What follows belongs to an exercise in optimizing a design on an open flow for a short achievable clock period and few clock cycles per item; a production flow would make more cautious choices.
The RTL was checked by simulation tests, not by an equivalence proof against the original design.
Power is estimated from default activity; no workload was simulated.

File: flow/config.mk
export PLATFORM = sky130hd
export DESIGN_NAME = mipsCore
export DESIGN_NICKNAME = mipsCore
export VERILOG_FILES = /design/flow/design.v
export SDC_FILE = /design/flow/constraint.sdc
export NUM_CORES = 4
export LEC_CHECK = 0
export ABC_CLOCK_PERIOD_IN_PS = 2000
export CAP_MARGIN = 20
export CORE_MARGIN = 2
export CORE_UTILIZATION = 30
export PLACE_DENSITY = 0.4
export SETUP_SLACK_MARGIN = 5.0
export SLEW_MARGIN = 20
File: flow/constraint.sdc
create_clock -name core_clock -period 8.0 [get_ports {clk}]
set_input_delay 1.6000 -clock core_clock [delete_from_list [all_inputs] [get_ports {clk}]]
set_output_delay 1.6000 -clock core_clock [all_outputs]
set_load 0.01 [all_outputs]
File: flow/design.v
`default_nettype none
package mipsPkg;
	localparam int DataWidth = 32;
	localparam int RegAddrWidth = 5;
	localparam int RegCount = 32;
	localparam int ShamtWidth = 5;
	localparam int OpcodeMsb = 31;
	localparam int OpcodeLsb = 26;
	localparam int RsMsb = 25;
	localparam int RsLsb = 21;
	localparam int RtMsb = 20;
	localparam int RtLsb = 16;
	localparam int RdMsb = 15;
	localparam int RdLsb = 11;
	localparam int ShamtMsb = 10;
	localparam int ShamtLsb = 6;
	localparam int FunctMsb = 5;
	localparam int FunctLsb = 0;
	localparam int ImmMsb = 15;
	localparam int ImmLsb = 0;
	typedef logic [DataWidth-1:0] word_t;
	typedef logic [RegAddrWidth-1:0] regAddr_t;
	localparam logic [5:0] OpRType = 6'b000000;
	localparam logic [5:0] OpAddi  = 6'b001000;
	localparam logic [5:0] FnSll = 6'b000000;
	localparam logic [5:0] FnSrl = 6'b000010;
	localparam logic [5:0] FnSra = 6'b000011;
	localparam logic [5:0] FnAdd = 6'b100000;
	localparam logic [5:0] FnSub = 6'b100010;
	localparam logic [5:0] FnAnd = 6'b100100;
endpackage
`default_nettype wire
`timescale 1ns/1ps
`default_nettype none
module regFile (
	input logic clk,
	input logic clear,
	input logic [mipsPkg::RegCount-1:1] selA,
	input logic [mipsPkg::RegCount-1:1] selB,
	output mipsPkg::word_t rdDataA,
	output mipsPkg::word_t rdDataB,
	input logic [mipsPkg::RegCount-1:1] wrEn,
	input mipsPkg::word_t wrData
);
	mipsPkg::word_t regs [1:mipsPkg::RegCount-1];
	always_ff @(posedge clk) begin
		for (int i = 1; i < mipsPkg::RegCount; i++) begin
			if (clear)
				regs[i] <= '0;
			else if (wrEn[i])
				regs[i] <= wrData;
		end
	end
	always_comb begin
		rdDataA = '0;
		rdDataB = '0;
		for (int i = 1; i < mipsPkg::RegCount; i++) begin
			rdDataA = rdDataA | ({mipsPkg::DataWidth{selA[i]}} & regs[i]);
			rdDataB = rdDataB | ({mipsPkg::DataWidth{selB[i]}} & regs[i]);
		end
	end
endmodule
`default_nettype wire
`timescale 1ns/1ps
`default_nettype none
module aluUnit (
	input logic selSum,
	input logic selAnd,
	input logic cin,
	input mipsPkg::word_t g,
	input mipsPkg::word_t p,
	input mipsPkg::word_t shl,
	input mipsPkg::word_t shr,
	output mipsPkg::word_t result
);
	localparam int W = mipsPkg::DataWidth;
	logic [W:0] gl [0:5];
	logic [W:0] pl [0:5];
	mipsPkg::word_t sum;
	always_comb begin
		gl[0] = {g, cin};
		pl[0] = {p, 1'b0};
		for (int l = 0; l < 5; l++) begin
			for (int i = 0; i <= W; i++) begin
				if (i >= (1 << l)) begin
					gl[l+1][i] = gl[l][i] | (pl[l][i] & gl[l][i - (1 << l)]);
					pl[l+1][i] = pl[l][i] & pl[l][i - (1 << l)];
				end else begin
					gl[l+1][i] = gl[l][i];
					pl[l+1][i] = pl[l][i];
				end
			end
		end
		sum = p ^ gl[5][W-1:0];
	end
	assign result = ({W{selSum}} & sum)
		| ({W{selAnd}} & g)
		| shl
		| shr;
endmodule
`default_nettype wire
`timescale 1ns/1ps
`default_nettype none
module shiftUnit (
	input mipsPkg::word_t value,
	input logic fill,
	input logic [3:0] selL0,
	input logic [3:0] selR0,
	input logic [3:0] sel1,
	input logic [1:0] sel2,
	output mipsPkg::word_t shl,
	output mipsPkg::word_t shr
);
	localparam int W = mipsPkg::DataWidth;
	mipsPkg::word_t l1;
	mipsPkg::word_t l2;
	mipsPkg::word_t r1;
	mipsPkg::word_t r2;
	logic [2*W-1:0] wide;
	always_comb begin
		l1 = '0;
		r1 = '0;
		for (int k = 0; k < 4; k++) begin
			l1 = l1 | ({W{selL0[k]}} & (value << k));
			wide = {{W{fill}}, value} >> k;
			r1 = r1 | ({W{selR0[k]}} & wide[W-1:0]);
		end
		l2 = '0;
		r2 = '0;
		for (int k = 0; k < 4; k++) begin
			l2 = l2 | ({W{sel1[k]}} & (l1 << (4 * k)));
			wide = {{W{fill}}, r1} >> (4 * k);
			r2 = r2 | ({W{sel1[k]}} & wide[W-1:0]);
		end
		shl = ({W{sel2[0]}} & l2) | ({W{sel2[1]}} & (l2 << 16));
		wide = {{W{fill}}, r2} >> 16;
		shr = ({W{sel2[0]}} & r2) | ({W{sel2[1]}} & wide[W-1:0]);
	end
endmodule
`default_nettype wire
`timescale 1ns/1ps
`default_nettype none
module datapath (
	input logic clk,
	input logic reset,
	input mipsPkg::word_t ir,
	input logic take,
	input logic [mipsPkg::RegCount-1:1] selA,
	input logic [mipsPkg::RegCount-1:1] selB,
	input logic fwdA,
	input logic fwdB,
	input logic [mipsPkg::RegCount-1:1] selDest,
	input mipsPkg::regAddr_t dest,
	input logic valid,
	input logic isAddi,
	input logic isShift,
	input logic isSub,
	input logic isAnd,
	input logic shiftLeft,
	input logic shiftArith,
	output logic exValid,
	output mipsPkg::regAddr_t exDest,
	output logic regWrite,
	output mipsPkg::regAddr_t regWrAddr,
	output mipsPkg::word_t regWrData
);
	localparam int W = mipsPkg::DataWidth;
	mipsPkg::word_t rdDataA;
	mipsPkg::word_t rdDataB;
	mipsPkg::word_t opA;
	mipsPkg::word_t opB;
	mipsPkg::word_t opB2;
	mipsPkg::word_t immExt;
	logic [mipsPkg::ShamtWidth-1:0] shamt;
	logic clear;
	logic [mipsPkg::RegCount-1:1] exWe;
	logic exSelSum;
	logic exSelAnd;
	logic exCin;
	logic exFill;
	logic [3:0] exSelL0;
	logic [3:0] exSelR0;
	logic [3:0] exSel1;
	logic [1:0] exSel2;
	mipsPkg::word_t exG;
	mipsPkg::word_t exP;
	mipsPkg::word_t exS;
	logic [mipsPkg::RegCount-1:1] wbWe;
	mipsPkg::word_t wbData;
	mipsPkg::word_t shl;
	mipsPkg::word_t shr;
	mipsPkg::word_t result;
	always_ff @(posedge clk)
		clear <= reset;
	regFile u_regFile (
		.clk(clk),
		.clear(clear),
		.selA(selA),
		.selB(selB),
		.rdDataA(rdDataA),
		.rdDataB(rdDataB),
		.wrEn(wbWe),
		.wrData(wbData)
	);
	assign immExt = {{(W - mipsPkg::ImmMsb - 1){ir[mipsPkg::ImmMsb]}}, ir[mipsPkg::ImmMsb:mipsPkg::ImmLsb]};
	assign shamt = ir[mipsPkg::ShamtMsb:mipsPkg::ShamtLsb];
	assign opA = fwdA ? wbData : rdDataA;
	assign opB = fwdB ? wbData : rdDataB;
	assign opB2 = isAddi ? immExt : (isSub ? ~opB : opB);
	always_ff @(posedge clk) begin
		if (reset) begin
			exValid <= 1'b0;
			exWe <= '0;
		end else begin
			exValid <= take && valid;
			exWe <= (take && valid) ? selDest : '0;
		end
		exDest <= dest;
		exSelSum <= !isShift && !isAnd;
		exSelAnd <= isAnd;
		exCin <= isSub;
		exFill <= isShift && shiftArith && opB[W-1];
		for (int k = 0; k < 4; k++) begin
			exSelL0[k] <= isShift && shiftLeft && (shamt[1:0] == 2'(k));
			exSelR0[k] <= isShift && !shiftLeft && (shamt[1:0] == 2'(k));
			exSel1[k] <= (shamt[3:2] == 2'(k));
		end
		exSel2[0] <= !shamt[4];
		exSel2[1] <= shamt[4];
		exG <= opA & opB2;
		exP <= opA ^ opB2;
		exS <= opB;
	end
	shiftUnit u_shiftUnit (
		.value(exS),
		.fill(exFill),
		.selL0(exSelL0),
		.selR0(exSelR0),
		.sel1(exSel1),
		.sel2(exSel2),
		.shl(shl),
		.shr(shr)
	);
	aluUnit u_aluUnit (
		.selSum(exSelSum),
		.selAnd(exSelAnd),
		.cin(exCin),
		.g(exG),
		.p(exP),
		.shl(shl),
		.shr(shr),
		.result(result)
	);
	always_ff @(posedge clk) begin
		if (reset) begin
			regWrite <= 1'b0;
			wbWe <= '0;
		end else begin
			regWrite <= exValid;
			wbWe <= exWe;
		end
		wbData <= result;
		if (exValid) begin
			regWrAddr <= exDest;
			regWrData <= result;
		end
	end
endmodule
`default_nettype wire
`timescale 1ns/1ps
`default_nettype none
module controlFsm (
	input logic clk,
	input logic reset,
	input logic instrReq,
	output logic instrAck,
	input mipsPkg::word_t instr,
	input logic exValid,                           
	input mipsPkg::regAddr_t exDest,               
	output mipsPkg::word_t ir,
	output logic take,                             
	output logic [mipsPkg::RegCount-1:1] selA,     
	output logic [mipsPkg::RegCount-1:1] selB,     
	output logic fwdA,                             
	output logic fwdB,                             
	output logic [mipsPkg::RegCount-1:1] selDest,  
	output mipsPkg::regAddr_t dest,
	output logic valid,     
	output logic isAddi,
	output logic isShift,
	output logic isSub,
	output logic isAnd,
	output logic shiftLeft,
	output logic shiftArith
);
	logic reqD;
	logic reqDD;
	assign instrAck = instrReq;
	logic [5:0] opcode;
	logic [5:0] funct;
	mipsPkg::regAddr_t rs;
	mipsPkg::regAddr_t rt;
	logic dValid;
	logic dAddi;
	logic dShift;
	logic dSub;
	logic dAnd;
	mipsPkg::regAddr_t dDest;
	assign opcode = instr[mipsPkg::OpcodeMsb:mipsPkg::OpcodeLsb];
	assign funct = instr[mipsPkg::FunctMsb:mipsPkg::FunctLsb];
	assign rs = instr[mipsPkg::RsMsb:mipsPkg::RsLsb];
	assign rt = instr[mipsPkg::RtMsb:mipsPkg::RtLsb];
	always_comb begin
		dValid = 1'b0;
		dAddi = 1'b0;
		dShift = 1'b0;
		dSub = 1'b0;
		dAnd = 1'b0;
		if (opcode == mipsPkg::OpAddi) begin
			dValid = 1'b1;
			dAddi = 1'b1;
		end else if (opcode == mipsPkg::OpRType) begin
			case (funct)
				mipsPkg::FnAdd: dValid = 1'b1;
				mipsPkg::FnSub: begin dValid = 1'b1; dSub = 1'b1; end
				mipsPkg::FnAnd: begin dValid = 1'b1; dAnd = 1'b1; end
				mipsPkg::FnSll, mipsPkg::FnSrl, mipsPkg::FnSra: begin
					dValid = 1'b1;
					dShift = 1'b1;
				end
				default: dValid = 1'b0;
			endcase
		end
		dDest = dAddi ? rt : instr[mipsPkg::RdMsb:mipsPkg::RdLsb];
	end
	always_ff @(posedge clk) begin
		if (reset) begin
			reqD <= 1'b0;
			reqDD <= 1'b0;
		end else begin
			reqD <= instrReq;
			reqDD <= reqD;
		end
		ir <= instr;
		valid <= dValid;
		isAddi <= dAddi;
		isShift <= dShift;
		isSub <= dSub;
		isAnd <= dAnd;
		shiftLeft <= (funct[1:0] == 2'b00);
		shiftArith <= funct[0];
		dest <= dDest;
		fwdA <= exValid && (exDest != '0) && (exDest == rs);
		fwdB <= exValid && (exDest != '0) && (exDest == rt);
		for (int i = 1; i < mipsPkg::RegCount; i++) begin
			selA[i] <= (rs == mipsPkg::RegAddrWidth'(i));
			selB[i] <= (rt == mipsPkg::RegAddrWidth'(i));
			selDest[i] <= (dDest == mipsPkg::RegAddrWidth'(i));
		end
	end
	assign take = reqD && !reqDD;
endmodule
`default_nettype wire
`timescale 1ns/1ps
`default_nettype none
module mipsCore (
	input logic clk,
	input logic reset,
	input logic instrReq,
	input mipsPkg::word_t instr,
	output logic instrAck,
	output logic regWrite,
	output mipsPkg::regAddr_t regWrAddr,
	output mipsPkg::word_t regWrData
);
	mipsPkg::word_t ir;
	logic take;
	logic [mipsPkg::RegCount-1:1] selA;
	logic [mipsPkg::RegCount-1:1] selB;
	logic [mipsPkg::RegCount-1:1] selDest;
	mipsPkg::regAddr_t dest;
	logic valid;
	logic isAddi;
	logic isShift;
	logic isSub;
	logic isAnd;
	logic shiftLeft;
	logic shiftArith;
	logic fwdA;
	logic fwdB;
	logic exValid;
	mipsPkg::regAddr_t exDest;
	controlFsm u_controlFsm (
		.clk(clk),
		.reset(reset),
		.instrReq(instrReq),
		.instrAck(instrAck),
		.instr(instr),
		.exValid(exValid),
		.exDest(exDest),
		.ir(ir),
		.take(take),
		.selA(selA),
		.selB(selB),
		.fwdA(fwdA),
		.fwdB(fwdB),
		.selDest(selDest),
		.dest(dest),
		.valid(valid),
		.isAddi(isAddi),
		.isShift(isShift),
		.isSub(isSub),
		.isAnd(isAnd),
		.shiftLeft(shiftLeft),
		.shiftArith(shiftArith)
	);
	datapath u_datapath (
		.clk(clk),
		.reset(reset),
		.ir(ir),
		.take(take),
		.selA(selA),
		.selB(selB),
		.fwdA(fwdA),
		.fwdB(fwdB),
		.selDest(selDest),
		.dest(dest),
		.valid(valid),
		.isAddi(isAddi),
		.isShift(isShift),
		.isSub(isSub),
		.isAnd(isAnd),
		.shiftLeft(shiftLeft),
		.shiftArith(shiftArith),
		.exValid(exValid),
		.exDest(exDest),
		.regWrite(regWrite),
		.regWrAddr(regWrAddr),
		.regWrData(regWrData)
	);
endmodule
`default_nettype wire
File: flow/run.sh
#!/bin/bash
# synth_recipe.tcl (not shown) runs the flow's synth.tcl, then flattens the netlist and writes it again
# the make line also repeats each setting of config.mk as NAME=value (left out here)
make -C /OpenROAD-flow-scripts/flow DESIGN_CONFIG=/design/flow/config.mk WORK_HOME=/design/flow/orfs CLKGATE_MAP_FILE= SYNTH_SCRIPT=/design/flow/synth_recipe.tcl finish
==> results.cfg <==
[synth]
synth_flop_cell = dfxtp_1
postSynthAreaPerCell_sq_um = 9.40
postSynthCellCount = 6452
synthTopCellsByCount = dfxtp_1, nor2_1, mux2i_1, a22oi_1, clkbuf_1
seq_area_frac_synth_pct = 45.8
syn-cell-area_sq_um = 60700
synth_top_area_share_pct = 44.0
synth_enable_flop_cells = 37
ys_async_sr_fraction_pct = 0
synth_warnings = 8
synth_nets = 6520
ys_seq_elements = 1369
yosysUniqueCellTypes = 70
synth.most_common_cell = dfxtp_1
yosys.area.top_type = dfxtp_1
synth_area_leaders = dfxtp_1, mux2i_1, nor2_1

[clock_tree]
cts_max_path_buffers = 3
root_buffer = clkbuf_16
cts_tree = done
h-tree-depth = 4
cts_buffers = 166
clkTransAtPathRegs_ns = 0.06
insertion_delay_ns = 0.85
cts.sinks = 1369

[sta]
setup_violations = 0
slew_headroom_pct = 9.08
slew_viol_final = 0
fmax_ghz = 0.294
fin_setup_tns_ns = 0
final-hold-violation-count = 0
skew_ns = 0.0467
min_period_ns = 3.40
fin_crit_sh_pct = 42.5
rsz0062_at_grt = yes
tightest_slew_ns = 1.36

[grt]
grtUsageMet3_pct = 9.66
grt_pass1_vias = 52600
use_met1_pct = 42.7
grt_max_degree = 207
grt_first_pass_wirelength_um = 462000
grt_overflow_total = 0
grt_use_met2_pct = 48.0
antenna_found_initial = 20
top_usage_layer = met2
grt_use_total_pct = 32.3

[layout]
regArea_sq_um = 28100
nets = 6276
areaGrowthSynthToFinish_pct = 14.9
filler_cell_count = 20600
stdcell_area_sq_um = 69700
multi_input_area_sq_um = 30400
drive_gt1_share_pct = 10.1

[placed_design]
place_hpwl_um = 193000
globalplace.congestion = 0.899
postPlaceCellArea_sq_um = 63800
portBuffers = 73

[floorplanning]
io_pins = 74
chipWidth_um = 454
start_util_pct = 30.1
rows = 165
core_area_sq_um = 201000
die_y_um = 454
die_area_sq_um = 206000

[worst_setup_path]
slowest_delay_ns = 0.11
path_common_cell = buf_6
crit_type = in2out
crit_path_start_kind = input port
critical_path.max_fanout = 2
path_cells = buf_6 -> buf_6
cp.arrival_ns = 1.80
critPathTopFamily = buffers and inverters
cp_slowest_cell = buf_6
cp-end-kind = output pin
rrSetupSlack_ns = 4.85
cp.required_ns = 6.40
path_buf_inv = 2

[outcome]
status = complete, no violations

[power_and_ir_drop]
p_leak_uw = 0.0237
peakVddDrop_uv = 250
power.density_nw_per_um2 = 217

[routing]
drt_pass1_iterations = 9
drt-initial-drc-count = 8783
dr_total_vias = 56400
drc = 0
drtAntennaViolNets = 0
wl_per_cell_um = 38.2
drt_wl_total_um = 345000
viasPerCell = 6.25

[hold_path]
holdCritPathClass = reg2reg

[flow_run]
cap_violations = 0
-- worst paths after layout --
check / startpoint / end / cells after the start
worst max-delay path: instrReq / instrAck / 2
worst min-delay path: u_controlFsm.dest[2] / u_datapath.exDest[2] / 0
worst max register to register: u_controlFsm.selA[18] / u_datapath.exP[21] / 7
worst min register to register: u_controlFsm.dest[2] / u_datapath.exDest[2] / 0
-- cells in the final DEF (no fill, tap or decap), drive strengths merged, types with 135 or more instances in the layout --
cell type / netlist / final
nand4: 135 / 135
nand2: 183 / 183
buf: 162 / 208
a22o: 333 / 333
dfxtp: 1332 / 1332
clkbuf: 493 / 248
a22oi: 500 / 500
a221oi: 335 / 335
nor2: 1146 / 1146
mux2i: 1000 / 1000
a21oi: 171 / 171
-- through the flow --
stage / setup WS, ns / util [%] / power, uW / instances / hold WS (ns)
floorplan: 4.70 / - / 7200 / 6452 / 0.310
global placement: 3.78 / 31.6 / 7400 / 8706 / 0.320
detailed placement: 3.79 / 31.7 / 7400 / 8707 / 0.313
CTS: 4.60 / 34.5 / 15200 / 9012 / 0.327
global route: 4.59 / 34.6 / 15500 / 9014 / 0.330
finish: 4.60 / 34.6 / 15100 / 9028 / 0.326
-- layer usage --
| metal | up-vias | routed length [um] |
|---|---|---|
| met4 | 8 | 18400 |
| met3 | 961 | 38500 |
| met2 | 4009 | 146000 |
| met1 | 28200 | 142000 |
| met5 | - | 50 |
| li1 | 23200 | - |
-- flip-flops by register name, summed over array words and instances (netlist names), 2 cells and up --
| signal | count |
|---|---|
| u_datapath.exDest | 5 |
| u_controlFsm.selA | 31 |
| u_datapath.exSelR0 | 4 |
| u_datapath.exSel2 | 2 |
| u_datapath.u_regFile.regs | 992 |
| u_controlFsm.selDest | 31 |
| u_datapath.exS | 32 |
| u_datapath.exWe | 31 |
| u_datapath.wbData | 32 |
| u_datapath.wbWe | 31 |
| u_datapath.exSel1 | 4 |
| u_datapath.exP | 32 |
| u_controlFsm.dest | 5 |
| u_controlFsm.ir | 16 |
| u_datapath.regWrData | 32 |
| u_controlFsm.selB | 31 |
| u_datapath.exSelL0 | 4 |
| u_datapath.exG | 32 |
| u_datapath.regWrAddr | 5 |
-- final cells by class --
cell class,instances,share of cell area (%)
Multi-Input combinational cell,4381,43.6
Tap cell,2672,4.80
Antenna cell,16,0.0574
Timing Repair Buffer,243,2.95
Sequential cell,1369,40.2
Clock buffer,247,7.18
Inverter,47,0.253
Clock inverter,53,0.878
-- power breakdown --
group          internal [uW]  switching, uW  total, uW
combinational           53.2            287        340
clock                   4640           3200       7840
sequential              6850           83.5       6930
-- cell families (layout without fill, tap and decap cells) --
logic type / Yosys count / in the layout / share of synthesized area (%)
DFF: 1369 / 1369 / 45.8
muxes: 1004 / 1004 / 16.6
adders and majority gates: 33 / 33 / 0.681
other: 0 / 16 / 0
buffers and inverters: 702 / 590 / 4.38
AOI/OAI and AO/OA: 1508 / 1508 / 19.2
and+or+nand+nor: 1775 / 1775 / 12.5
xor gates and xnor gates: 61 / 61 / 0.881
-- what timing repair did --
item / in CTS / in global routing
setup endpoints to repair: 106 / 95
pin swaps: 3 / 3
hold buffers: 0 / 0
gates resized for setup: 229 / 50
buffers inserted: 5 / 0
Testbench counts, summed over its fixed seeds: cycles 16,016, instrs 8,000.

[port drivers added, routing unchanged]
The flow's constraints put no driver on any port. The routed layout listed below was extracted and timed again, unchanged, in two steps.
Step 1 assumes that a clkbuf_16 drives the clock port and a buf_2 every other input.
Step 2 adds t to the input delays and takes it off the output delays; t is the mean of the earliest and latest rising clock arrival at the registers after step 1. Input paths then give back, and output paths get back, about the clock's delay inside the block.
Slacks: ideal / step 1 / step 2; pairs: ideal / step 1.
t, ns: 0.913
setup slack, ns: 4.601 / 4.569 / 4.342
clock arrival spread, ns: 0.049 / 0.049
After both steps setup and hold are still met in this run. For this run, drivers alone change the setup slack by -0.032 ns; drivers and shift together by -0.259 ns.
